This is an optimization exercise on Yosys and OpenROAD, whose aim is small area, not a production implementation.
Function was checked by simulation only, so behaviour that the tests miss may differ from the original.

[flow/design.v]
`default_nettype none
package pan_tilt_pkg;
	localparam int POS_W = 12;
	typedef logic [POS_W-1:0] pos_t;
	localparam int VEC_W = 18;
	typedef logic signed [VEC_W-1:0] vec_t;
	localparam int ANG_W = 16;
	typedef logic [ANG_W-1:0] ang_t;
	localparam ang_t HALF_TURN    = 16'd32768;
	localparam ang_t QUARTER_TURN = 16'd16384;
	localparam int N_STAGES = 14;
	localparam logic [N_STAGES*ANG_W-1:0] ATAN_TABLE = {
		16'd8192, 16'd4836, 16'd2555, 16'd1297,
		16'd651,  16'd326,  16'd163,  16'd81,
		16'd41,   16'd20,   16'd10,   16'd5,
		16'd3,    16'd1
	};
	localparam logic [15:0] CORDIC_GAIN = 16'd26981;
	localparam int GAIN_FRAC = 14;
	typedef logic [7:0] dmx_t;
	localparam int TILT_SHIFT = 6;
	localparam int LATENCY = 30;
endpackage
`default_nettype wire
`timescale 1ns/1ps
`default_nettype none
module aim_setup (
	input  logic clk,
	input  logic reset,
	input  logic in_valid,
	input  pan_tilt_pkg::pos_t x_com,
	input  pan_tilt_pkg::pos_t y_com,
	input  pan_tilt_pkg::pos_t x_light,
	input  pan_tilt_pkg::pos_t y_light,
	input  pan_tilt_pkg::pos_t height,
	output logic out_valid,
	output pan_tilt_pkg::vec_t out_x,
	output pan_tilt_pkg::vec_t out_y,
	output pan_tilt_pkg::ang_t out_z,
	output pan_tilt_pkg::vec_t out_aux
);
	logic signed [pan_tilt_pkg::POS_W:0] dx;
	logic signed [pan_tilt_pkg::POS_W:0] dy;
	pan_tilt_pkg::vec_t fold_x;
	pan_tilt_pkg::vec_t fold_y;
	pan_tilt_pkg::ang_t fold_z;
	logic [pan_tilt_pkg::POS_W+15:0] height_prod;
	pan_tilt_pkg::vec_t height_scaled;
	always_comb begin
		dx = $signed({1'b0, x_com}) - $signed({1'b0, x_light});
		dy = $signed({1'b0, y_com}) - $signed({1'b0, y_light});
		if (dx < 0) begin
			fold_x = -pan_tilt_pkg::vec_t'(dx);
			fold_y = -pan_tilt_pkg::vec_t'(dy);
			fold_z = pan_tilt_pkg::HALF_TURN;
		end else begin
			fold_x = pan_tilt_pkg::vec_t'(dx);
			fold_y = pan_tilt_pkg::vec_t'(dy);
			fold_z = '0;
		end
		height_prod = height * pan_tilt_pkg::CORDIC_GAIN;
		height_scaled = pan_tilt_pkg::vec_t'(height_prod >> pan_tilt_pkg::GAIN_FRAC);
	end
	always_ff @(posedge clk) begin
		if (reset) begin
			out_valid <= 1'b0;
		end else begin
			out_valid <= in_valid;
		end
	end
	always_ff @(posedge clk) begin
		out_x   <= fold_x;
		out_y   <= fold_y;
		out_z   <= fold_z;
		out_aux <= height_scaled;
	end
endmodule
`default_nettype wire
`timescale 1ns/1ps
`default_nettype none
module cordic_stage #(
	parameter int STAGE = 0
) (
	input  logic clk,
	input  logic reset,
	input  logic in_valid,
	input  pan_tilt_pkg::vec_t in_x,
	input  pan_tilt_pkg::vec_t in_y,
	input  pan_tilt_pkg::ang_t in_z,
	input  pan_tilt_pkg::vec_t in_aux,
	output logic out_valid,
	output pan_tilt_pkg::vec_t out_x,
	output pan_tilt_pkg::vec_t out_y,
	output pan_tilt_pkg::ang_t out_z,
	output pan_tilt_pkg::vec_t out_aux
);
	pan_tilt_pkg::vec_t x_shr;
	pan_tilt_pkg::vec_t y_shr;
	pan_tilt_pkg::vec_t next_x;
	pan_tilt_pkg::vec_t next_y;
	pan_tilt_pkg::ang_t next_z;
	always_comb begin
		x_shr = in_x >>> STAGE;
		y_shr = in_y >>> STAGE;
		if (!in_y[pan_tilt_pkg::VEC_W-1]) begin
			next_x = in_x + y_shr;
			next_y = in_y - x_shr;
			next_z = in_z + pan_tilt_pkg::ATAN_TABLE[(pan_tilt_pkg::N_STAGES-1-STAGE)*pan_tilt_pkg::ANG_W +: pan_tilt_pkg::ANG_W];
		end else begin
			next_x = in_x - y_shr;
			next_y = in_y + x_shr;
			next_z = in_z - pan_tilt_pkg::ATAN_TABLE[(pan_tilt_pkg::N_STAGES-1-STAGE)*pan_tilt_pkg::ANG_W +: pan_tilt_pkg::ANG_W];
		end
	end
	always_ff @(posedge clk) begin
		if (reset) begin
			out_valid <= 1'b0;
		end else begin
			out_valid <= in_valid;
		end
	end
	always_ff @(posedge clk) begin
		out_x   <= next_x;
		out_y   <= next_y;
		out_z   <= next_z;
		out_aux <= in_aux;
	end
endmodule
`default_nettype wire
`timescale 1ns/1ps
`default_nettype none
module angle_to_dmx (
	input  logic clk,
	input  logic reset,
	input  logic in_valid,
	input  pan_tilt_pkg::ang_t in_z,
	input  pan_tilt_pkg::vec_t in_aux,
	output logic out_valid,
	output pan_tilt_pkg::dmx_t pan,
	output pan_tilt_pkg::dmx_t tilt
);
	pan_tilt_pkg::ang_t pan_ang;
	pan_tilt_pkg::ang_t pan_offset;
	logic signed [pan_tilt_pkg::ANG_W-1:0] tilt_ang;
	pan_tilt_pkg::dmx_t pan_byte;
	pan_tilt_pkg::dmx_t tilt_byte;
	always_comb begin
		pan_ang = in_aux[pan_tilt_pkg::ANG_W-1:0];
		pan_offset = pan_ang + pan_tilt_pkg::HALF_TURN;
		pan_byte = pan_offset[pan_tilt_pkg::ANG_W-1:pan_tilt_pkg::ANG_W-8];
		tilt_ang = $signed(in_z - pan_ang);
		if (tilt_ang < 0) begin
			tilt_byte = 8'd0;
		end else if (tilt_ang >= $signed({1'b0, pan_tilt_pkg::QUARTER_TURN})) begin
			tilt_byte = 8'd255;
		end else begin
			tilt_byte = tilt_ang[pan_tilt_pkg::TILT_SHIFT +: 8];
		end
	end
	always_ff @(posedge clk) begin
		if (reset) begin
			out_valid <= 1'b0;
		end else begin
			out_valid <= in_valid;
		end
	end
	always_ff @(posedge clk) begin
		if (in_valid) begin
			pan  <= pan_byte;
			tilt <= tilt_byte;
		end
	end
endmodule
`default_nettype wire
`timescale 1ns/1ps
`default_nettype none
module pan_tilt_top (
	input  logic clk,
	input  logic reset,
	input  logic in_valid,
	input  pan_tilt_pkg::pos_t x_com,
	input  pan_tilt_pkg::pos_t y_com,
	input  pan_tilt_pkg::pos_t x_light,
	input  pan_tilt_pkg::pos_t y_light,
	input  pan_tilt_pkg::pos_t height,
	output logic out_valid,
	output pan_tilt_pkg::dmx_t pan,
	output pan_tilt_pkg::dmx_t tilt
);
	logic pan_valid [0:pan_tilt_pkg::N_STAGES];
	pan_tilt_pkg::vec_t pan_x     [0:pan_tilt_pkg::N_STAGES];
	pan_tilt_pkg::vec_t pan_y     [0:pan_tilt_pkg::N_STAGES];
	pan_tilt_pkg::ang_t pan_z     [0:pan_tilt_pkg::N_STAGES];
	pan_tilt_pkg::vec_t pan_aux   [0:pan_tilt_pkg::N_STAGES];
	logic tilt_valid [0:pan_tilt_pkg::N_STAGES];
	pan_tilt_pkg::vec_t tilt_x     [0:pan_tilt_pkg::N_STAGES];
	pan_tilt_pkg::vec_t tilt_y     [0:pan_tilt_pkg::N_STAGES];
	pan_tilt_pkg::ang_t tilt_z     [0:pan_tilt_pkg::N_STAGES];
	pan_tilt_pkg::vec_t tilt_aux   [0:pan_tilt_pkg::N_STAGES];
	aim_setup setup (
		.clk       (clk),
		.reset     (reset),
		.in_valid  (in_valid),
		.x_com     (x_com),
		.y_com     (y_com),
		.x_light   (x_light),
		.y_light   (y_light),
		.height    (height),
		.out_valid (pan_valid[0]),
		.out_x     (pan_x[0]),
		.out_y     (pan_y[0]),
		.out_z     (pan_z[0]),
		.out_aux   (pan_aux[0])
	);
	for (genvar i = 0; i < pan_tilt_pkg::N_STAGES; i++) begin : g_pan
		cordic_stage #(.STAGE(i)) stage (
			.clk       (clk),
			.reset     (reset),
			.in_valid  (pan_valid[i]),
			.in_x      (pan_x[i]),
			.in_y      (pan_y[i]),
			.in_z      (pan_z[i]),
			.in_aux    (pan_aux[i]),
			.out_valid (pan_valid[i+1]),
			.out_x     (pan_x[i+1]),
			.out_y     (pan_y[i+1]),
			.out_z     (pan_z[i+1]),
			.out_aux   (pan_aux[i+1])
		);
	end
	assign tilt_valid[0] = pan_valid[pan_tilt_pkg::N_STAGES];
	assign tilt_x[0]     = pan_aux[pan_tilt_pkg::N_STAGES];
	assign tilt_y[0]     = pan_x[pan_tilt_pkg::N_STAGES];
	assign tilt_z[0]   = pan_z[pan_tilt_pkg::N_STAGES];
	assign tilt_aux[0] = {{(pan_tilt_pkg::VEC_W-pan_tilt_pkg::ANG_W){1'b0}}, pan_z[pan_tilt_pkg::N_STAGES]};
	for (genvar i = 0; i < pan_tilt_pkg::N_STAGES; i++) begin : g_tilt
		cordic_stage #(.STAGE(i)) stage (
			.clk       (clk),
			.reset     (reset),
			.in_valid  (tilt_valid[i]),
			.in_x      (tilt_x[i]),
			.in_y      (tilt_y[i]),
			.in_z      (tilt_z[i]),
			.in_aux    (tilt_aux[i]),
			.out_valid (tilt_valid[i+1]),
			.out_x     (tilt_x[i+1]),
			.out_y     (tilt_y[i+1]),
			.out_z     (tilt_z[i+1]),
			.out_aux   (tilt_aux[i+1])
		);
	end
	angle_to_dmx mapper (
		.clk       (clk),
		.reset     (reset),
		.in_valid  (tilt_valid[pan_tilt_pkg::N_STAGES]),
		.in_z      (tilt_z[pan_tilt_pkg::N_STAGES]),
		.in_aux    (tilt_aux[pan_tilt_pkg::N_STAGES]),
		.out_valid (out_valid),
		.pan       (pan),
		.tilt      (tilt)
	);
endmodule
`default_nettype wire
[flow/run.sh]
#!/bin/bash
# synth_recipe.tcl (not shown) runs the flow's synth.tcl, then flattens the netlist and writes it again
# the make line also repeats each setting of config.mk as NAME=value (left out here)
make -C /OpenROAD-flow-scripts/flow DESIGN_CONFIG=/design/flow/config.mk WORK_HOME=/design/flow/orfs CLKGATE_MAP_FILE= SYNTH_SCRIPT=/design/flow/synth_recipe.tcl finish
[flow/config.mk]
export PLATFORM = sky130hd
export DESIGN_NAME = pan_tilt_top
export DESIGN_NICKNAME = pan_tilt_top
export VERILOG_FILES = /design/flow/design.v
export SDC_FILE = /design/flow/constraint.sdc
export NUM_CORES = 4
export LEC_CHECK = 0
export CAP_MARGIN = 20
export CORE_MARGIN = 2
export CORE_UTILIZATION = 40
export SLEW_MARGIN = 20
[flow/constraint.sdc]
create_clock -name core_clock -period 5.0 [get_ports {clk}]
set_input_delay 1.0000 -clock core_clock [delete_from_list [all_inputs] [get_ports {clk}]]
set_output_delay 1.0000 -clock core_clock [all_outputs]
set_load 0.01 [all_outputs]
==> run notes <==
## sequential cells by signal (all words and copies together), names as in the netlist
name,cells
g_tilt.stage.out_z,210
setup.out_aux,13
g_tilt.stage.out_valid,14
mapper.pan,8
setup.out_z,1
g_tilt.stage.out_y,216
setup.out_x,18
g_tilt.stage.out_x,204
g_tilt.stage.out_aux,197
g_pan.stage.out_z,184
g_pan.stage.out_y,220
g_pan.stage.out_aux,182
setup.out_y,18
g_pan.stage.out_x,252
g_pan.stage.out_valid,14
mapper.out_valid,1
setup.out_valid,1
mapper.tilt,8
## cell families after synthesis
logic type,count (synthesis),synth area share (%)
and+or+nand+nor,3324,15.13
AOI/OAI and AO/OA,2801,16.88
DFF,1761,32.81
adders and majority gates,1558,18.87
xor gates and xnor gates,1451,11.81
buffers and inverters,1037,3.632
muxes,88,0.8521
other,1,0.003475
## cell usage after synthesis (all sizes together), types with 45 or more instances
cell type,number,area (µm²)
a211o,47,411.6
a211oi,89,668.1
a21boi,48,360.4
a21o,213,1599
a21oi,930,4673
a221oi,46,402.9
a31o,66,578.1
a31oi,126,788.3
and2,85,531.8
and3,167,1045
clkbuf,127,478.0
dfxtp,1745,34930
fa,116,2322
ha,1442,18040
inv,872,3273
mux2i,57,570.6
nand2,539,2031
nand2b,128,800.8
nand3,236,1181
nor2,1037,3900
nor2b,204,1276
nor3,494,2482
nor4,83,553.0
o211ai,84,630.6
o21a,138,1036
o21ai,483,2425
o21bai,154,1156
o31ai,45,342.8
o41ai,45,457.9
or2,50,312.8
or3,116,725.7
xnor2,1005,8821
xor2,446,3929
## path summary, 6_finish.rpt
kind                                                    to  slack [ns]  cells past startpoint
worst min register to register  g_pan[9].stage.out_aux[12]        0.30                      0
worst min-delay path            g_pan[9].stage.out_aux[12]        0.30                      0
worst max-delay path                      setup.out_aux[7]        0.30                     18
worst max register to register    g_pan[3].stage.out_x[16]        0.87                     12
## cell type report
type                       instances  area [µm²]
fill                           26320      148100
multi-input combinational       9227       68610
sequential                      1761       35420
clock buffer                     263        5595
tap                             3552        4444
inverter                         873        3277
timing repair buffer             169        1466
clock inverter                    91        1251
antenna                            1       2.502
## layer usage
layer  part of all wire (%)  wire [µm]
met1                     50     116200
met2                     45     104400
met3                    3.5       8199
met4                    2.2       5121
met5                 0.0043         10
## critical path, cell delays in order
cell,delay [ns]
clkdlybuf4s50_1,0.49
inv_1,0.06
ha_1,0.27
inv_1,0.06
fa_1,0.48
inv_1,0.06
fa_1,0.48
inv_1,0.05
fa_1,0.49
fa_1,0.41
ha_1,0.30
and3_1,0.17
nand2_1,0.09
a211oi_1,0.27
nor2b_1,0.10
o21bai_1,0.26
mux2i_1,0.23
o2111ai_1,0.14
## placed cells by master, fill, tap and decap left out, types with 47 or more instances in the layout
cell                n
a211o_1            47
a211oi_1           89
a21o_1            213
a21oi_1           925
a31o_2             61
a31oi_1           126
and2_1             83
and3_1            167
buf_4              90
clkbuf_16         203
clkdlybuf4s50_1    79
dfxtp_1          1744
fa_1              116
ha_1             1442
inv_1             868
mux2i_1            57
nand2_1           538
nand2b_1          128
nand3_1           236
nor2_1           1034
nor2b_1           204
nor3_1            492
nor4_1             79
o211ai_1           84
o21a_1            138
o21ai_0           387
o21ai_1            94
o21bai_1          154
or3_1             116
xnor2_1          1004
xor2_1            443
==> results by group <==
STA
  – Period utilisation layout: 94.00%
  – Min Clock Period, post-route: 4.700 ns
  – RSZ-0062 raised after global routing: no
  – Pins Over Slew Limit: 0
  – Worst slew pin tran: 0.9923 ns
  – Clock Skew: 0.07925 ns
  – Slew HR: 32.91%
  – Final Hold Fails: 0
  – Final setup violation count: 0
  – Final Hold Slack: 0.2990 ns
  – Fmax: 212.8 MHz
  – Final setup TNS: 0 ns
  – Post-route setup slack: 0.3000 ns

Synth
  – Mapped Cells: 12,021
  – Yosys warns: 32
  – Async set-reset flop share out of synthesis: 0%
  – Synth cell types: 107
  – Sequential area share after synthesis: 32.81%
  – Number of synthesized flops with an enable pin: 16
  – Synthesized area: 0.1079 mm²
  – FF+latch count, synth: 1,761
  – Main synth FF type: dfxtp_1
  – Avg Cell Area, Syn: 8.978 µm²

Worst setup path
  – Crit start category: input port
  – Crit path max fanout: 3
  – Critical Path End Type: register
  – Start point of the critical path: height[10]
  – Data required, critical path: 5.70 ns
  – R2R Path Start: g_pan[2].stage.out_y[17]
  – Worst Path Arrival: 5.40 ns
  – Crit Path Class: input port to register

Routing
  – Antenna Violating Nets Remaining: 0
  – Pre-antenna DRT Iters: 6
  – Post-Route WL: 233.9 mm
  – Drt via density: 5.141
  – Routed vias: 81,934
  – DRC Markers: 0
  – DR iter-0 viols: 4,271
  – Wirelength per Cell: 14.68 µm

Final layout
  – Post-Layout Cell Count: 15,937
  – Post-layout utilization of the core: 44.77%
  – Final Cell Area: 0.1201 mm²
  – Area grow syn2layout: 11.24%
  – Share of cells above drive strength 1: 4.877%
  – Final-stage net count: 13,854

Outcome
  – Status: complete, no violations

Die
  – Core area: 0.2682 mm²
  – I/O pin count: 80
  – Die W: 523.4 µm
  – Initial Util: 40.25%
  – Rows: 190
  – Die height: 523.4 µm
  – Die area: 0.2740 mm²

Hold path
  – Hold path start: g_pan[8].stage.out_aux[12]
  – Hold Crit Class: register to register

Global routing
  – Initial antenna violation count: 9
  – GR peak layer: met2
  – Vias in the first global route: 77,412
  – M3 GR Usage: 2.052%
  – M1 GR Usage: 23.31%
  – Tot GR Track Use: 16.73%
  – Global-route met2 utilization: 27.35%
  – First-pass GRT wire length: 388.5 mm
  – Largest net degree at the start of global routing: 57
  – Grt ovf: 0

Placement
  – PortBufs: 79
  – Inst Count DP: 15,582
  – DP HPWL: 184.7 mm
  – Placer Congestion: 0.8485
  – Placed Area: 0.1132 mm²
  – Pre-CTS setup slack: -0.6063 ns

Clocking
  – H-tree depth: 4
  – Clk root buf: clkbuf_16
  – Clock transition at the registers of the reported paths: 0.06 ns
  – CTS Sinks: 1,761
  – Hold buffers post-CTS: 0
  – Clock Latency Late Sink: 0.87 ns
  – Post-CTS Setup Bufs: 0
  – TritonCTS clock tree: built
  – Clock buffer depth: 4
  – Num CTS Buffers: 201
  – Post-CTS resize count: 0

Job
  – Max_cap viols: 0

[port drivers added, routing unchanged]
In the flow no input, the clock included, has a driving cell. The finished layout below was timed again as built, in two steps. Step 1 (the two cells are an assumption about what drives the block):
set clk [get_ports {clk}]
set_driving_cell -lib_cell sky130_fd_sc_hd__clkbuf_16 $clk
set_driving_cell -lib_cell sky130_fd_sc_hd__buf_2 [delete_from_list [all_inputs] $clk]
Step 2 times the ports against the registers' clock, not the clock port: input delays grow and output delays shrink by t, the midpoint of the rising clock arrivals with the driver on. Slacks: ideal / step 1 / step 2; pairs: ideal / step 1.
shift t [ns]: 0.926
slack for setup (ns): 0.300 / 0.360 / -0.566
worst setup path after step 2: input to register
latest minus earliest clock arrival (ns): 0.092 / 0.092
worst data-port slew with drivers (ns): 0.05
With both steps, setup timing fails in this run, where it was met with ideal ports. The setup slack of this run moves by +0.060 ns with the drivers and by -0.866 ns with both steps.
